Background: an optimization exercise with open tools, aiming at small area, a short achievable clock period and few clock cycles. Do not read the settings as production practice. The RTL was checked by simulation tests, not by an equivalence proof against the original design. Power is estimated from default activity; no workload was simulated.

## insertion_sort_engine
module insertion_sort_engine #(
   parameter int DEPTH       = 32,
   parameter int VALUE_WIDTH = 16
) (
   input  logic                          clock,
   input  logic                          reset,
   input  logic                          start,
   output logic                          busy,
   input  logic signed [VALUE_WIDTH-1:0] req_value,
   input  logic                          req_last,
   output logic                          rsp_strobe,
   output logic signed [VALUE_WIDTH-1:0] rsp_value_res,
   output logic                          rsp_last_res,
   output logic                          rsp_dropped
);
Size in the first run: roughly 4600 cells after synthesis.
Settings: LEC_CHECK=0, CAP_MARGIN=20, CORE_MARGIN=2, CORE_UTILIZATION=70, CTS_BUF_LIST=sky130_fd_sc_hd__clkbuf_16, CTS_CLUSTER_DIAMETER=80, CTS_CLUSTER_SIZE=24, SETUP_SLACK_MARGIN=2.3, SLEW_MARGIN=20; clock period 4.5 ns.
run.sh (not shown) runs the stock make flow with config.mk's settings and CLKGATE_MAP_FILE= SYNTH_SCRIPT=/design/flow/synth_recipe.tcl, a recipe that flattens the netlist after the stock synthesis.
Testbench counts at the start, summed over its fixed seeds: cycles 6,595.
==> next run, changes <==
- ABC_AREA: unset -> 1
- CORE_UTILIZATION: 70 -> 60
=> Worst setup slack gains 460 ps. Power fell by 2.8%. Wire length rose by 22%. Fmax increases by 21%. Final area fell by 1.1%. Count of clock-buffer cells in the layout is unchanged.
==> next run, changes <==
- SETUP_SLACK_MARGIN: 2.3 -> 2.45
The changed run produced a clean layout. Worst setup slack gains 73 ps. Non-clock buffer count rose by 33. Clock-buffer cell count is unchanged. Clock skew goes up by 4.8 ps. Sequential share of layout area is lower by 0.53 points. Total power grows by 0.43%.

---

The RTL this note starts from:
==> flow/design.v <==
package ise_pkg;
   typedef struct packed {
      logic insert;    
      logic close;     
   } cell_ctrl_type;
   localparam logic [1:0] ST_EMPTY = 2'b00;
   localparam logic [1:0] ST_OPEN  = 2'b01;
endpackage
module ise_cell #(
   parameter int VALUE_WIDTH = 16,
   parameter bit INVERTED    = 1'b0    
) (
   input  logic                          clock,
   input  logic                          reset,
   input  ise_pkg::cell_ctrl_type        ctrl,
   input  logic signed [VALUE_WIDTH-1:0] new_value,
   input  logic                          new_par,
   input  logic                          new_c,
   input  logic signed [VALUE_WIDTH-1:0] next_value,
   input  logic signed [VALUE_WIDTH-1:0] right_value,    
   input  logic [1:0]                    right_state,
   input  logic                          right_c,
   input  logic                          right_stay,
   output logic signed [VALUE_WIDTH-1:0] value,          
   output logic [1:0]                    state,
   output logic                          c,
   output logic                          stay,
   output logic [1:0]                    state_next,
   output logic signed [VALUE_WIDTH-1:0] value_next       
);
   function automatic logic greater(input logic [VALUE_WIDTH-1:0] a, input logic [VALUE_WIDTH-1:0] b);
      logic [VALUE_WIDTH-1:0] g, e;    
      g = {~a[VALUE_WIDTH-1] & b[VALUE_WIDTH-1], a[VALUE_WIDTH-2:0] & ~b[VALUE_WIDTH-2:0]};
      e = {~a[VALUE_WIDTH-1] | b[VALUE_WIDTH-1], a[VALUE_WIDTH-2:0] | ~b[VALUE_WIDTH-2:0]};
      for (int w = 1; w < VALUE_WIDTH; w = w * 2) begin
         for (int k = 0; k + w < VALUE_WIDTH; k = k + 2 * w) begin
            g[k] = g[k + w] | (e[k + w] & g[k]);
            e[k] = e[k + w] & e[k];
         end
      end
      greater = g[0];
   endfunction
   logic signed [VALUE_WIDTH-1:0] value_ff, value_in;
   logic [1:0]                    state_ff, state_src, state_in;
   logic                          g_ff, g_in;
   logic take_self, take_new, take_right;
   assign stay  = state_ff == ise_pkg::ST_OPEN && (!ctrl.insert || g_ff);
   assign c     = greater(value_ff ^ {VALUE_WIDTH{INVERTED}}, next_value);
   assign value = value_ff;
   assign state = state_ff;
   assign state_next = state_in;
   assign value_next = value_in;
   assign take_self  = stay;
   assign take_new   = !stay && right_stay;
   assign take_right = !stay && !right_stay;
   always_comb begin
      value_in  = ({VALUE_WIDTH{take_self}}  & value_ff)
                | ({VALUE_WIDTH{take_new}}   & (new_value ^ {VALUE_WIDTH{INVERTED}}))
                | ({VALUE_WIDTH{take_right}} & ~right_value);
      state_src = ({2{take_self}}  & state_ff)
                | ({2{take_new}}   & (ctrl.insert ? ise_pkg::ST_OPEN : ise_pkg::ST_EMPTY))
                | ({2{take_right}} & right_state);
      g_in      = (take_self & c) | (take_new & new_c) | (take_right & right_c);
      state_in  = (ctrl.close && state_src == ise_pkg::ST_OPEN) ? {1'b1, new_par} : state_src;
   end
   always_ff @(posedge clock) begin
      value_ff <= value_in;
      g_ff     <= g_in;
      if (reset) begin
         state_ff <= ise_pkg::ST_EMPTY;
      end else begin
         state_ff <= state_in;
      end
   end
endmodule
module insertion_sort_engine #(
   parameter int DEPTH       = 32,
   parameter int VALUE_WIDTH = 16
) (
   input  logic                          clock,
   input  logic                          reset,
   input  logic                          start,
   output logic                          busy,
   input  logic signed [VALUE_WIDTH-1:0] req_value,
   input  logic                          req_last,
   output logic                          rsp_strobe,
   output logic signed [VALUE_WIDTH-1:0] rsp_value_res,
   output logic                          rsp_last_res,
   output logic                          rsp_dropped
);
   logic signed [VALUE_WIDTH-1:0] value_w [DEPTH];
   logic [1:0]                    state_w [DEPTH];
   logic [1:0]                    state_next_w [DEPTH];
   logic signed [VALUE_WIDTH-1:0] value_next_w [DEPTH];
   logic [DEPTH-1:0]              c_w;
   logic [DEPTH-1:0]              stay_w;
   logic                          nx_valid_ff;
   logic signed [VALUE_WIDTH-1:0] nx_value_ff;
   logic                          nx_last_ff;
   logic                          in_valid_ff;
   logic signed [VALUE_WIDTH-1:0] in_value_ff;
   logic          insert_ff;                 
   logic          close_ff;                  
   logic [5:0]    count_ff;                  
   logic          full;
   logic          full_next;
   logic          par_ff;                    
   logic          ovf_open_ff;               
   logic          ovf_head_ff;               
   logic          new_c_ff;                  
   logic          head_out_ff;               
   logic          head_last_ff;              
   logic signed [VALUE_WIDTH-1:0] head_value_ff;    
   ise_pkg::cell_ctrl_type ctrl;
   assign full      = count_ff == DEPTH;
   assign full_next = !ctrl.close && (full || (count_ff == DEPTH - 1 && ctrl.insert));
   assign ctrl.insert = insert_ff;
   assign ctrl.close  = close_ff;
   function automatic logic greater(input logic [VALUE_WIDTH-1:0] a, input logic [VALUE_WIDTH-1:0] b);
      logic [VALUE_WIDTH-1:0] g, e;
      g = {~a[VALUE_WIDTH-1] & b[VALUE_WIDTH-1], a[VALUE_WIDTH-2:0] & ~b[VALUE_WIDTH-2:0]};
      e = {~a[VALUE_WIDTH-1] | b[VALUE_WIDTH-1], a[VALUE_WIDTH-2:0] | ~b[VALUE_WIDTH-2:0]};
      for (int w = 1; w < VALUE_WIDTH; w = w * 2) begin
         for (int k = 0; k + w < VALUE_WIDTH; k = k + 2 * w) begin
            g[k] = g[k + w] | (e[k + w] & g[k]);
            e[k] = e[k + w] & e[k];
         end
      end
      greater = g[0];
   endfunction
   for (genvar i = 0; i < DEPTH; i++) begin : g_cell
      logic signed [VALUE_WIDTH-1:0] right_value;
      logic [1:0]                    right_state;
      logic                          right_c;
      logic                          right_stay;
      if (i == DEPTH - 1) begin : g_tail
         assign right_value = '0;    
         assign right_state = ise_pkg::ST_EMPTY;
         assign right_c     = 1'b0;
         assign right_stay  = 1'b1;
      end else begin : g_inner
         assign right_value = value_w[i+1];
         assign right_state = state_w[i+1];
         assign right_c     = c_w[i+1];
         assign right_stay  = stay_w[i+1];
      end
      ise_cell #(
         .VALUE_WIDTH (VALUE_WIDTH),
         .INVERTED    (i % 2 == 1)
      ) u_cell (
         .clock       (clock),
         .reset       (reset),
         .ctrl        (ctrl),
         .new_value   (in_value_ff),
         .new_par     (par_ff),
         .new_c       (new_c_ff),
         .next_value  (nx_value_ff),
         .right_value (right_value),
         .right_state (right_state),
         .right_c     (right_c),
         .right_stay  (right_stay),
         .value       (value_w[i]),
         .state       (state_w[i]),
         .c           (c_w[i]),
         .stay        (stay_w[i]),
         .state_next  (state_next_w[i]),
         .value_next  (value_next_w[i])
      );
   end
   always_ff @(posedge clock) begin
      nx_value_ff  <= req_value;
      nx_last_ff   <= req_last;
      in_value_ff  <= nx_value_ff;
      new_c_ff     <= greater(nx_value_ff, req_value);
      head_last_ff <= state_next_w[1] != state_next_w[0];
      if (reset) begin
         nx_valid_ff <= 1'b0;
         in_valid_ff <= 1'b0;
         insert_ff   <= 1'b0;
         close_ff    <= 1'b0;
         count_ff    <= '0;
         head_out_ff <= 1'b0;
         head_value_ff <= '0;
         par_ff      <= 1'b0;
         ovf_open_ff <= 1'b0;
         ovf_head_ff <= 1'b0;
      end else begin
         nx_valid_ff <= start;
         in_valid_ff <= nx_valid_ff;
         insert_ff   <= nx_valid_ff && !full_next;
         close_ff    <= nx_valid_ff && nx_last_ff;
         head_out_ff <= state_next_w[0][1];
         head_value_ff <= value_next_w[0];    
         if (ctrl.close) begin
            count_ff <= '0;
         end else if (ctrl.insert) begin
            count_ff <= count_ff + 1'b1;
         end
         if (ctrl.close) begin
            par_ff      <= !par_ff;
            ovf_open_ff <= 1'b0;
         end else if (in_valid_ff && full) begin
            ovf_open_ff <= 1'b1;
         end
         if (ctrl.close && (ovf_open_ff || full)) begin
            ovf_head_ff <= 1'b1;
         end else if (head_out_ff && head_last_ff) begin
            ovf_head_ff <= 1'b0;
         end
      end
   end
   assign busy          = 1'b0;
   assign rsp_strobe    = head_out_ff;
   assign rsp_value_res = head_value_ff;
   assign rsp_last_res  = head_last_ff;
   assign rsp_dropped   = ovf_head_ff;
endmodule
Settings: LEC_CHECK=0, ABC_AREA=1, CAP_MARGIN=20, CORE_MARGIN=2, CORE_UTILIZATION=55, CTS_BUF_LIST=sky130_fd_sc_hd__clkbuf_16, CTS_CLUSTER_DIAMETER=80, CTS_CLUSTER_SIZE=24, PLACE_DENSITY=0.65, SETUP_SLACK_MARGIN=2.5, SLEW_MARGIN=20; clock period 4.5 ns.
Testbench counts at the start, summed over its fixed seeds: cycles 6,587.
Change:
Settings changed: CORE_UTILIZATION 55 to 60, PLACE_DENSITY 0.65 to default.
Maximum frequency goes down slightly. Area after synthesis stays the same. Wire length fell by a few percent. Total power decreases slightly. Core utilization grows by 5.2 points. Via count stays flat. Count of clock-buffer cells in the layout went down by 4. Global-route usage rises by 3.3 points. Design area shrinks slightly. Register-to-register slack stays flat.
Change:
Settings changed: CTS_CLUSTER_DIAMETER 80 to 60, CTS_CLUSTER_SIZE 24 to 20.
Final area went up by about 1%; synthesized area is unchanged; non-clock buffer count went down by 2; synthesized cell count stays the same; power went up by about 4.5%.
Change:
Settings changed: CTS_CLUSTER_DIAMETER 60 to 80, CTS_CLUSTER_SIZE 20 to 24, SETUP_SLACK_MARGIN 2.5 to 2.55.
Outcome:
- setup slack improved by 0.025 ns
- design area went down by 0.39%
- area after synthesis does not change
- total power decreases by about 4%
- first-iteration DRC count grows by 10%
- routed wire length hardly moves

[port drivers added, routing unchanged]
No port has a modelled driver above. Below, the same layouts with a new extraction and two added sets of constraints. Step 1 (the two cells are an assumption about what drives the block):
set clk [get_ports {clock}]
set_driving_cell -lib_cell sky130_fd_sc_hd__clkbuf_16 $clk
set_driving_cell -lib_cell sky130_fd_sc_hd__buf_2 [delete_from_list [all_inputs] $clk]
Step 2 times the ports against the registers' clock, not the clock port: input delays grow and output delays shrink by t, the midpoint of the rising clock arrivals with the driver on. Three values: no drivers, after step 1, after step 2; two values: the first two.
run	shift t [ns]	slack for setup (ns)	slew at the worst register clock pin (ns)
the first run of note 1	0.651	1.858 / 1.858 / 1.858	0.10 / 0.10
the second run of note 1	0.666	2.315 / 2.249 / 2.162	0.10 / 0.10
the third run of note 1	0.671	2.388 / 2.322 / 2.148	0.10 / 0.10
the first run of note 2	0.680	2.500 / 2.430 / 2.043	0.10 / 0.10
the second run of note 2	0.662	2.489 / 2.425 / 2.035	0.10 / 0.10
the third run of note 2	0.687	2.464 / 2.401 / 2.010	0.09 / 0.09
the fourth run of note 2	0.663	2.489 / 2.425 / 2.036	0.10 / 0.10
After both steps setup and hold are still met in every run listed. The setup slack of the first run of note 2, which loses most, moves by -0.070 ns with the drivers and by -0.457 ns with both steps.
